This design comes from an exercise in tuning for small area, a short achievable clock period and few clock cycles per item on the open sky130 flow, not from production work. At most, simulation tests tie the RTL to the original design; equivalence was not proved.

==> inputs of run a <==
==> flow/design.v (excerpt) <==
module blur_mask_top (
  input  logic                     clock,
  input  logic                     reset,
  input  logic                     pix_write,
  input  logic [4-1:0]     pix_col,
  input  logic [3-1:0]     pix_row,
  input  logic [3*8-1:0] pix_rgb,
  input  logic                     start,
  output logic                     busy,
  output logic                     mask_valid,
  output logic [4-1:0]     mask_col,
  output logic [8-1:0]   mask_bits,
  output logic                     done
);
  logic [16-1:0]              wr_col_n;
  logic [8-1:0]              wr_row_n;
  logic [6-1:0]              wr_data;
  logic [16-1:0]              rd_sel;
  logic                                first_col;
  logic [8*6-1:0]  column;
  pixel_loader loader_i (
    .clock     (clock),
    .pix_write (pix_write),
    .pix_col   (pix_col),
    .pix_row   (pix_row),
    .pix_rgb   (pix_rgb),
    .wr_col_n (wr_col_n),
    .wr_row_n (wr_row_n),
    .wr_data    (wr_data)
  );
  frame_memory memory_i (
    .clock     (clock),
    .wr_col_n (wr_col_n),
    .wr_row_n (wr_row_n),
    .wr_data   (wr_data),
    .rd_sel    (rd_sel),
    .rd_column (column)
  );
  column_fetch fetch_i (
    .clock      (clock),
    .reset      (reset),
    .start      (start),
    .wr_col0    (!wr_col_n[0]),
    .busy       (busy),
    .rd_sel     (rd_sel),
    .first_col  (first_col),
    .mask_valid (mask_valid),
    .mask_col   (mask_col),
    .done       (done)
  );
  blur_mask_stage stage_i (
    .clock     (clock),
    .column    (column),
    .first_col (first_col),
    .mask_bits (mask_bits)
  );
endmodule
==> module column_fetch, before the edit <==
module column_fetch (
  input  logic                     clock,
  input  logic                     reset,
  input  logic                     start,
  input  logic                     wr_col0,
  output logic                     busy,
  output logic [16-1:0]   rd_sel,
  output logic                     first_col,
  output logic                     mask_valid,
  output logic [4-1:0]     mask_col,
  output logic                     done
);
  localparam int N = 16;
  logic [N+2:0] sel;
  logic first_d;
  logic last_d;
  logic held_last;
  logic due;
  logic due_d;
  logic held_due;
  assign due = busy && |sel[N:1];
  assign rd_sel    = sel[N-1:0];
  assign first_col = first_d;
  always_ff @(posedge clock) begin
    if (reset) begin
      first_d    <= 1'b1;
      last_d     <= 1'b0;
      held_last  <= 1'b0;
      due_d      <= 1'b0;
      held_due   <= 1'b0;
    end else begin
      due_d      <= due;
      held_due   <= due_d;
      first_d    <= sel[0];
      last_d     <= sel[N];
      held_last  <= last_d;
    end
  end
  always_ff @(posedge clock) begin
    if (reset) begin
      busy       <= 1'b0;
      sel        <= (N+3)'(1);
      mask_valid <= 1'b0;
      done       <= 1'b0;
    end else if (!busy) begin
      mask_valid <= 1'b0;
      done       <= 1'b0;
      if (start) begin
        busy <= 1'b1;
        if (!wr_col0) sel <= sel << 1;
      end
    end else begin
      mask_valid <= held_due;
      done       <= held_due && held_last;
      if (held_due && held_last) busy <= 1'b0;
      sel <= sel[N+2] ? (N+3)'(1) : sel << 1;
    end
  end
  logic showing;
  always_ff @(posedge clock) begin
    showing  <= !reset && held_due;
    mask_col <= showing ? mask_col + 1'b1 : '0;
  end
endmodule
==> module frame_memory, before the edit <==
module frame_memory (
  input  logic                                 clock,
  input  logic [16-1:0]               wr_col_n,
  input  logic [8-1:0]               wr_row_n,
  input  logic [6-1:0]               wr_data,
  input  logic [16-1:0]               rd_sel,
  output logic [8*6-1:0]   rd_column
);
  localparam int COL_W = 8 * 6;
  logic [16*COL_W-1:0] storage;
  for (genvar a = 0; a < 16 * 8; a++) begin : g_word
    always_ff @(posedge clock) begin
      if (!wr_col_n[a / 8] && !wr_row_n[a % 8]) begin
        storage[a*6 +: 6] <= wr_data;
      end
    end
  end
  always_comb begin
    rd_column = '0;
    for (int c = 0; c < 16; c++) begin
      rd_column = rd_column | (storage[c*COL_W +: COL_W] & {COL_W{rd_sel[c]}});
    end
  end
endmodule
==> module pixel_loader, before the edit <==
module pixel_loader (
  input  logic                     clock,
  input  logic                     pix_write,
  input  logic [4-1:0]     pix_col,
  input  logic [3-1:0]     pix_row,
  input  logic [3*8-1:0] pix_rgb,
  output logic [16-1:0]   wr_col_n,
  output logic [8-1:0]   wr_row_n,
  output logic [6-1:0]   wr_data
);
  logic [8-1:0] grey;
  assign grey = (pix_rgb[23:16] >> 2) + (pix_rgb[15:8] >> 1) + (pix_rgb[7:0] >> 2);
  always_ff @(posedge clock) begin
    for (int c = 0; c < 16; c++) wr_col_n[c] <= !(pix_write && pix_col == 4'(c));
    for (int r = 0; r < 8; r++) wr_row_n[r] <= !(pix_row == 3'(r));
    wr_data <= grey[8-1:2];
  end
endmodule
==> module blur_mask_stage, before the edit <==
module blur_mask_stage (
  input  logic                               clock,
  input  logic [8*6-1:0] column,
  input  logic                               first_col,
  output logic [8-1:0]             mask_bits
);
  localparam int SW = 6;
  localparam logic [5:0] SAT = 6'(32 + 1);
  logic [8*SW-1:0] column_q;
  logic [5:0] side      [8];
  logic [6:0] fold      [8];
  logic [5:0] part_sat  [8];
  logic [SW-1:0] q [8+2];
  logic [5:0] side_next [8];
  logic [1:0] extra [8];
  logic [7:0] part [8];
  logic [6:0] total [8];
  always_comb begin
    q[0] = '0;
    q[8+1] = '0;
    for (int r = 0; r < 8; r++) q[r+1] = column_q[r*SW +: SW];
    for (int r = 0; r < 8; r++) begin
      side_next[r] = 6'(q[r] >> 2) + 6'(q[r+1] >> 1) + 6'(q[r+2] >> 2);
      extra[r]     = 2'(q[r][1]) + 2'(q[r+1][0]) + 2'(q[r+2][1]);
      part[r]      = 8'(fold[r]) + 8'({side[r], 1'b0});
      total[r]     = 7'(part_sat[r]) + 7'(side[r]);
    end
  end
  always_ff @(posedge clock) begin
    column_q <= column;
    for (int r = 0; r < 8; r++) begin
      side[r]      <= side_next[r];
      fold[r]      <= 7'(first_col ? 6'd0 : side[r]) + 7'(extra[r]);
      part_sat[r]  <= (part[r] >= 8'(SAT)) ? SAT : part[r][5:0];
      mask_bits[r] <= (total[r] >= 7'(SAT));
    end
  end
endmodule
==> module blur_mask_top, before the edit <==
module blur_mask_top (
  input  logic                     clock,
  input  logic                     reset,
  input  logic                     pix_write,
  input  logic [4-1:0]     pix_col,
  input  logic [3-1:0]     pix_row,
  input  logic [3*8-1:0] pix_rgb,
  input  logic                     start,
  output logic                     busy,
  output logic                     mask_valid,
  output logic [4-1:0]     mask_col,
  output logic [8-1:0]   mask_bits,
  output logic                     done
);
  logic [16-1:0]              wr_col_n;
  logic [8-1:0]              wr_row_n;
  logic [6-1:0]              wr_data;
  logic [16-1:0]              rd_sel;
  logic                                first_col;
  logic [8*6-1:0]  column;
  pixel_loader loader_i (
    .clock     (clock),
    .pix_write (pix_write),
    .pix_col   (pix_col),
    .pix_row   (pix_row),
    .pix_rgb   (pix_rgb),
    .wr_col_n (wr_col_n),
    .wr_row_n (wr_row_n),
    .wr_data    (wr_data)
  );
  frame_memory memory_i (
    .clock     (clock),
    .wr_col_n (wr_col_n),
    .wr_row_n (wr_row_n),
    .wr_data   (wr_data),
    .rd_sel    (rd_sel),
    .rd_column (column)
  );
  column_fetch fetch_i (
    .clock      (clock),
    .reset      (reset),
    .start      (start),
    .wr_col0    (!wr_col_n[0]),
    .busy       (busy),
    .rd_sel     (rd_sel),
    .first_col  (first_col),
    .mask_valid (mask_valid),
    .mask_col   (mask_col),
    .done       (done)
  );
  blur_mask_stage stage_i (
    .clock     (clock),
    .column    (column),
    .first_col (first_col),
    .mask_bits (mask_bits)
  );
endmodule
==> flow/config.mk <==
export PLATFORM = sky130hd
export DESIGN_NAME = blur_mask_top
export DESIGN_NICKNAME = blur_mask_top
export VERILOG_FILES = /design/flow/design.v
export SDC_FILE = /design/flow/constraint.sdc
export NUM_CORES = 4
export LEC_CHECK = 0
export CAP_MARGIN = 20
export CORE_MARGIN = 2
export CORE_UTILIZATION = 65
export CTS_CLUSTER_DIAMETER = 100
export CTS_CLUSTER_SIZE = 30
export SETUP_SLACK_MARGIN = 3.7
export SLEW_MARGIN = 20
export TNS_END_PERCENT = 10
==> flow/constraint.sdc <==
create_clock -name core_clock -period 6.0 [get_ports {clock}]
set_input_delay 1.2000 -clock core_clock [delete_from_list [all_inputs] [get_ports {clock}]]
set_output_delay 1.2000 -clock core_clock [all_outputs]
set_load 0.01 [all_outputs]
run.sh (not shown) runs the stock make flow with config.mk's settings and CLKGATE_MAP_FILE= SYNTH_SCRIPT=/design/flow/synth_recipe.tcl, a recipe that flattens the netlist after the stock synthesis.
==> run b: changes against run a <==
--- a/flow/design.v
+++ b/flow/design.v
@@ -107,8 +107,6 @@
     end
   end
-  logic showing;
-  always_ff @(posedge clock) begin
-    showing  <= !reset && held_due;
-    mask_col <= showing ? mask_col + 1'b1 : '0;
+  always_ff @(posedge clock) begin
+    mask_col <= mask_valid ? mask_col + 1'b1 : '0;
   end
 endmodule
- CORE_UTILIZATION: 65 -> 55
- TNS_END_PERCENT: 10 -> not set
==> run c: changes against run a <==
--- a/flow/design.v
+++ b/flow/design.v
@@ -3,6 +3,6 @@
 module frame_memory (
   input  logic                                 clock,
-  input  logic [16-1:0]               wr_col_n,
-  input  logic [8-1:0]               wr_row_n,
+  input  logic                                 wr_valid,
+  input  logic [7-1:0]                wr_addr,
   input  logic [6-1:0]               wr_data,
   input  logic [16-1:0]               rd_sel,
@@ -13,5 +13,5 @@
   for (genvar a = 0; a < 16 * 8; a++) begin : g_word
     always_ff @(posedge clock) begin
-      if (!wr_col_n[a / 8] && !wr_row_n[a % 8]) begin
+      if (wr_valid && wr_addr == 7'(a)) begin
         storage[a*6 +: 6] <= wr_data;
       end
@@ -34,6 +34,6 @@
   input  logic [3-1:0]     pix_row,
   input  logic [3*8-1:0] pix_rgb,
-  output logic [16-1:0]   wr_col_n,
-  output logic [8-1:0]   wr_row_n,
+  output logic                     wr_valid,
+  output logic [7-1:0]    wr_addr,
   output logic [6-1:0]   wr_data
 );
@@ -41,7 +41,9 @@
   assign grey = (pix_rgb[23:16] >> 2) + (pix_rgb[15:8] >> 1) + (pix_rgb[7:0] >> 2);
   always_ff @(posedge clock) begin
-    for (int c = 0; c < 16; c++) wr_col_n[c] <= !(pix_write && pix_col == 4'(c));
-    for (int r = 0; r < 8; r++) wr_row_n[r] <= !(pix_row == 3'(r));
-    wr_data <= grey[8-1:2];
+    wr_valid <= pix_write;
+    if (pix_write) begin
+      wr_addr <= {pix_col, pix_row};
+      wr_data <= grey[8-1:2];
+    end
   end
 endmodule
@@ -53,8 +55,9 @@
   input  logic                     reset,
   input  logic                     start,
-  input  logic                     wr_col0,
+  input  logic                     wr_valid,
+  input  logic [4-1:0]     wr_col,
   output logic                     busy,
   output logic [16-1:0]   rd_sel,
-  output logic                     first_col,
+  output logic                     first_next,
   output logic                     mask_valid,
   output logic [4-1:0]     mask_col,
@@ -71,5 +74,5 @@
   assign due = busy && |sel[N:1];
   assign rd_sel    = sel[N-1:0];
-  assign first_col = first_d;
+  assign first_next = first_d;
   always_ff @(posedge clock) begin
     if (reset) begin
@@ -98,5 +101,5 @@
       if (start) begin
         busy <= 1'b1;
-        if (!wr_col0) sel <= sel << 1;
+        if (!(wr_valid && wr_col == '0)) sel <= sel << 1;
       end
     end else begin
@@ -107,8 +110,6 @@
     end
   end
-  logic showing;
-  always_ff @(posedge clock) begin
-    showing  <= !reset && held_due;
-    mask_col <= showing ? mask_col + 1'b1 : '0;
+  always_ff @(posedge clock) begin
+    mask_col <= mask_valid ? mask_col + 1'b1 : '0;
   end
 endmodule
@@ -119,5 +120,5 @@
   input  logic                               clock,
   input  logic [8*6-1:0] column,
-  input  logic                               first_col,
+  input  logic                               first_next,
   output logic [8-1:0]             mask_bits
 );
@@ -126,9 +127,10 @@
   logic [8*SW-1:0] column_q;
   logic [5:0] side      [8];
-  logic [6:0] fold      [8];
+  logic [6:0] centre    [8];
+  logic [5:0] side_prev [8];
   logic [5:0] part_sat  [8];
   logic [SW-1:0] q [8+2];
   logic [5:0] side_next [8];
-  logic [1:0] extra [8];
+  logic [6:0] centre_next [8];
   logic [7:0] part [8];
   logic [6:0] total [8];
@@ -138,8 +140,8 @@
     for (int r = 0; r < 8; r++) q[r+1] = column_q[r*SW +: SW];
     for (int r = 0; r < 8; r++) begin
-      side_next[r] = 6'(q[r] >> 2) + 6'(q[r+1] >> 1) + 6'(q[r+2] >> 2);
-      extra[r]     = 2'(q[r][1]) + 2'(q[r+1][0]) + 2'(q[r+2][1]);
-      part[r]      = 8'(fold[r]) + 8'({side[r], 1'b0});
-      total[r]     = 7'(part_sat[r]) + 7'(side[r]);
+      side_next[r]   = 6'(q[r] >> 2) + 6'(q[r+1] >> 1) + 6'(q[r+2] >> 2);
+      centre_next[r] = 7'(q[r] >> 1) + 7'(q[r+1]) + 7'(q[r+2] >> 1);
+      part[r]  = 8'(side_prev[r]) + 8'(centre[r]);
+      total[r] = 7'(part_sat[r]) + 7'(side[r]);
     end
   end
@@ -148,5 +150,6 @@
     for (int r = 0; r < 8; r++) begin
       side[r]      <= side_next[r];
-      fold[r]      <= 7'(first_col ? 6'd0 : side[r]) + 7'(extra[r]);
+      centre[r]    <= centre_next[r];
+      side_prev[r] <= first_next ? 6'd0 : side[r];
       part_sat[r]  <= (part[r] >= 8'(SAT)) ? SAT : part[r][5:0];
       mask_bits[r] <= (total[r] >= 7'(SAT));
@@ -171,9 +174,9 @@
   output logic                     done
 );
-  logic [16-1:0]              wr_col_n;
-  logic [8-1:0]              wr_row_n;
+  logic                                wr_valid;
+  logic [7-1:0]               wr_addr;
   logic [6-1:0]              wr_data;
   logic [16-1:0]              rd_sel;
-  logic                                first_col;
+  logic                                first_next;
   logic [8*6-1:0]  column;
   pixel_loader loader_i (
@@ -183,12 +186,12 @@
     .pix_row   (pix_row),
     .pix_rgb   (pix_rgb),
-    .wr_col_n (wr_col_n),
-    .wr_row_n (wr_row_n),
-    .wr_data    (wr_data)
+    .wr_valid  (wr_valid),
+    .wr_addr   (wr_addr),
+    .wr_data   (wr_data)
   );
   frame_memory memory_i (
     .clock     (clock),
-    .wr_col_n (wr_col_n),
-    .wr_row_n (wr_row_n),
+    .wr_valid  (wr_valid),
+    .wr_addr   (wr_addr),
     .wr_data   (wr_data),
     .rd_sel    (rd_sel),
@@ -199,8 +202,9 @@
     .reset      (reset),
     .start      (start),
-    .wr_col0    (!wr_col_n[0]),
+    .wr_valid   (wr_valid),
+    .wr_col     (wr_addr[7-1:3]),
     .busy       (busy),
     .rd_sel     (rd_sel),
-    .first_col  (first_col),
+    .first_next  (first_next),
     .mask_valid (mask_valid),
     .mask_col   (mask_col),
@@ -210,5 +214,5 @@
     .clock     (clock),
     .column    (column),
-    .first_col (first_col),
+    .first_next (first_next),
     .mask_bits (mask_bits)
   );
- CORE_UTILIZATION: 65 -> 40
- CTS_CLUSTER_DIAMETER: 100 -> not set
- CTS_CLUSTER_SIZE: 30 -> not set
- SETUP_SLACK_MARGIN: 3.7 -> 4.0
- TNS_END_PERCENT: 10 -> not set
==> run d: changes against run a <==
--- a/flow/design.v
+++ b/flow/design.v
@@ -3,6 +3,6 @@
 module frame_memory (
   input  logic                                 clock,
-  input  logic [16-1:0]               wr_col_n,
-  input  logic [8-1:0]               wr_row_n,
+  input  logic                                 wr_valid,
+  input  logic [7-1:0]                wr_addr,
   input  logic [6-1:0]               wr_data,
   input  logic [16-1:0]               rd_sel,
@@ -13,5 +13,5 @@
   for (genvar a = 0; a < 16 * 8; a++) begin : g_word
     always_ff @(posedge clock) begin
-      if (!wr_col_n[a / 8] && !wr_row_n[a % 8]) begin
+      if (wr_valid && wr_addr == 7'(a)) begin
         storage[a*6 +: 6] <= wr_data;
       end
@@ -34,6 +34,6 @@
   input  logic [3-1:0]     pix_row,
   input  logic [3*8-1:0] pix_rgb,
-  output logic [16-1:0]   wr_col_n,
-  output logic [8-1:0]   wr_row_n,
+  output logic                     wr_valid,
+  output logic [7-1:0]    wr_addr,
   output logic [6-1:0]   wr_data
 );
@@ -41,7 +41,9 @@
   assign grey = (pix_rgb[23:16] >> 2) + (pix_rgb[15:8] >> 1) + (pix_rgb[7:0] >> 2);
   always_ff @(posedge clock) begin
-    for (int c = 0; c < 16; c++) wr_col_n[c] <= !(pix_write && pix_col == 4'(c));
-    for (int r = 0; r < 8; r++) wr_row_n[r] <= !(pix_row == 3'(r));
-    wr_data <= grey[8-1:2];
+    wr_valid <= pix_write;
+    if (pix_write) begin
+      wr_addr <= {pix_col, pix_row};
+      wr_data <= grey[8-1:2];
+    end
   end
 endmodule
@@ -53,8 +55,9 @@
   input  logic                     reset,
   input  logic                     start,
-  input  logic                     wr_col0,
+  input  logic                     wr_valid,
+  input  logic [4-1:0]     wr_col,
   output logic                     busy,
   output logic [16-1:0]   rd_sel,
-  output logic                     first_col,
+  output logic                     first_next,
   output logic                     mask_valid,
   output logic [4-1:0]     mask_col,
@@ -71,5 +74,5 @@
   assign due = busy && |sel[N:1];
   assign rd_sel    = sel[N-1:0];
-  assign first_col = first_d;
+  assign first_next = first_d;
   always_ff @(posedge clock) begin
     if (reset) begin
@@ -98,5 +101,5 @@
       if (start) begin
         busy <= 1'b1;
-        if (!wr_col0) sel <= sel << 1;
+        if (!(wr_valid && wr_col == '0)) sel <= sel << 1;
       end
     end else begin
@@ -107,8 +110,6 @@
     end
   end
-  logic showing;
-  always_ff @(posedge clock) begin
-    showing  <= !reset && held_due;
-    mask_col <= showing ? mask_col + 1'b1 : '0;
+  always_ff @(posedge clock) begin
+    mask_col <= mask_valid ? mask_col + 1'b1 : '0;
   end
 endmodule
@@ -119,5 +120,5 @@
   input  logic                               clock,
   input  logic [8*6-1:0] column,
-  input  logic                               first_col,
+  input  logic                               first_next,
   output logic [8-1:0]             mask_bits
 );
@@ -126,9 +127,10 @@
   logic [8*SW-1:0] column_q;
   logic [5:0] side      [8];
-  logic [6:0] fold      [8];
+  logic [6:0] centre    [8];
+  logic [5:0] side_prev [8];
   logic [5:0] part_sat  [8];
   logic [SW-1:0] q [8+2];
   logic [5:0] side_next [8];
-  logic [1:0] extra [8];
+  logic [6:0] centre_next [8];
   logic [7:0] part [8];
   logic [6:0] total [8];
@@ -138,8 +140,8 @@
     for (int r = 0; r < 8; r++) q[r+1] = column_q[r*SW +: SW];
     for (int r = 0; r < 8; r++) begin
-      side_next[r] = 6'(q[r] >> 2) + 6'(q[r+1] >> 1) + 6'(q[r+2] >> 2);
-      extra[r]     = 2'(q[r][1]) + 2'(q[r+1][0]) + 2'(q[r+2][1]);
-      part[r]      = 8'(fold[r]) + 8'({side[r], 1'b0});
-      total[r]     = 7'(part_sat[r]) + 7'(side[r]);
+      side_next[r]   = 6'(q[r] >> 2) + 6'(q[r+1] >> 1) + 6'(q[r+2] >> 2);
+      centre_next[r] = 7'(q[r] >> 1) + 7'(q[r+1]) + 7'(q[r+2] >> 1);
+      part[r]  = 8'(side_prev[r]) + 8'(centre[r]);
+      total[r] = 7'(part_sat[r]) + 7'(side[r]);
     end
   end
@@ -148,5 +150,6 @@
     for (int r = 0; r < 8; r++) begin
       side[r]      <= side_next[r];
-      fold[r]      <= 7'(first_col ? 6'd0 : side[r]) + 7'(extra[r]);
+      centre[r]    <= centre_next[r];
+      side_prev[r] <= first_next ? 6'd0 : side[r];
       part_sat[r]  <= (part[r] >= 8'(SAT)) ? SAT : part[r][5:0];
       mask_bits[r] <= (total[r] >= 7'(SAT));
@@ -171,9 +174,9 @@
   output logic                     done
 );
-  logic [16-1:0]              wr_col_n;
-  logic [8-1:0]              wr_row_n;
+  logic                                wr_valid;
+  logic [7-1:0]               wr_addr;
   logic [6-1:0]              wr_data;
   logic [16-1:0]              rd_sel;
-  logic                                first_col;
+  logic                                first_next;
   logic [8*6-1:0]  column;
   pixel_loader loader_i (
@@ -183,12 +186,12 @@
     .pix_row   (pix_row),
     .pix_rgb   (pix_rgb),
-    .wr_col_n (wr_col_n),
-    .wr_row_n (wr_row_n),
-    .wr_data    (wr_data)
+    .wr_valid  (wr_valid),
+    .wr_addr   (wr_addr),
+    .wr_data   (wr_data)
   );
   frame_memory memory_i (
     .clock     (clock),
-    .wr_col_n (wr_col_n),
-    .wr_row_n (wr_row_n),
+    .wr_valid  (wr_valid),
+    .wr_addr   (wr_addr),
     .wr_data   (wr_data),
     .rd_sel    (rd_sel),
@@ -199,8 +202,9 @@
     .reset      (reset),
     .start      (start),
-    .wr_col0    (!wr_col_n[0]),
+    .wr_valid   (wr_valid),
+    .wr_col     (wr_addr[7-1:3]),
     .busy       (busy),
     .rd_sel     (rd_sel),
-    .first_col  (first_col),
+    .first_next  (first_next),
     .mask_valid (mask_valid),
     .mask_col   (mask_col),
@@ -210,5 +214,5 @@
     .clock     (clock),
     .column    (column),
-    .first_col (first_col),
+    .first_next (first_next),
     .mask_bits (mask_bits)
   );
- CORE_UTILIZATION: 65 -> 40
- CTS_CLUSTER_DIAMETER: 100 -> not set
- CTS_CLUSTER_SIZE: 30 -> not set
- SETUP_SLACK_MARGIN: 3.7 -> 3.5
- TNS_END_PERCENT: 10 -> not set
==> notes <==
Non-clock buffer count, lowest first: run b, run a, run d, run c. In run d the final cell count is lower than in run c, by about 2.3%. Between run b and run d, the lower via count is in run b (gap about 4%, measured against run d). Of run d and run c, run c has the higher maximum frequency (gap about 7%, measured against run c).
Testbench counts of run b, summed over its fixed seeds: cycles 7,056, frames 48.
Only the layout flow was run in run a, run c and run d; the RTL was not checked for function there.

port drivers added, routing unchanged:
The results above use ideal ports. As a check the final layouts listed here were re-extracted and re-timed, cells and wires unchanged. Step 1 sets driving cells, clkbuf_16 on the clock port and buf_2 on the other inputs (assumed; they add their load-dependent delay and slew). Step 2 adds t to the input delays and takes it off the output delays; t is the mean of the earliest and latest rising clock arrival at the registers after step 1. Input paths then give back, and output paths get back, about the clock's delay inside the block. Slacks: no drivers / after step 1 / after step 2; pairs: no drivers / after step 1.
run	t, ns	slack for setup (ns)	worst setup path at the end	worst register clock-pin slew, ns	cell pins on the clock port's net
run a	0.674	3.619 / 3.583 / 2.987	input to register	0.12 / 0.12	1
run b	0.693	3.674 / 3.616 / 3.027	input to register	0.12 / 0.12	1
run c	0.736	3.657 / 3.589 / 3.017	input to register	0.07 / 0.07	1
run d	0.742	3.471 / 3.424 / 2.884	input to register	0.07 / 0.07	1
After both steps setup and hold are still met in every run listed. The setup slack of run b, which loses most, moves by -0.058 ns with the drivers and by -0.647 ns with both steps.
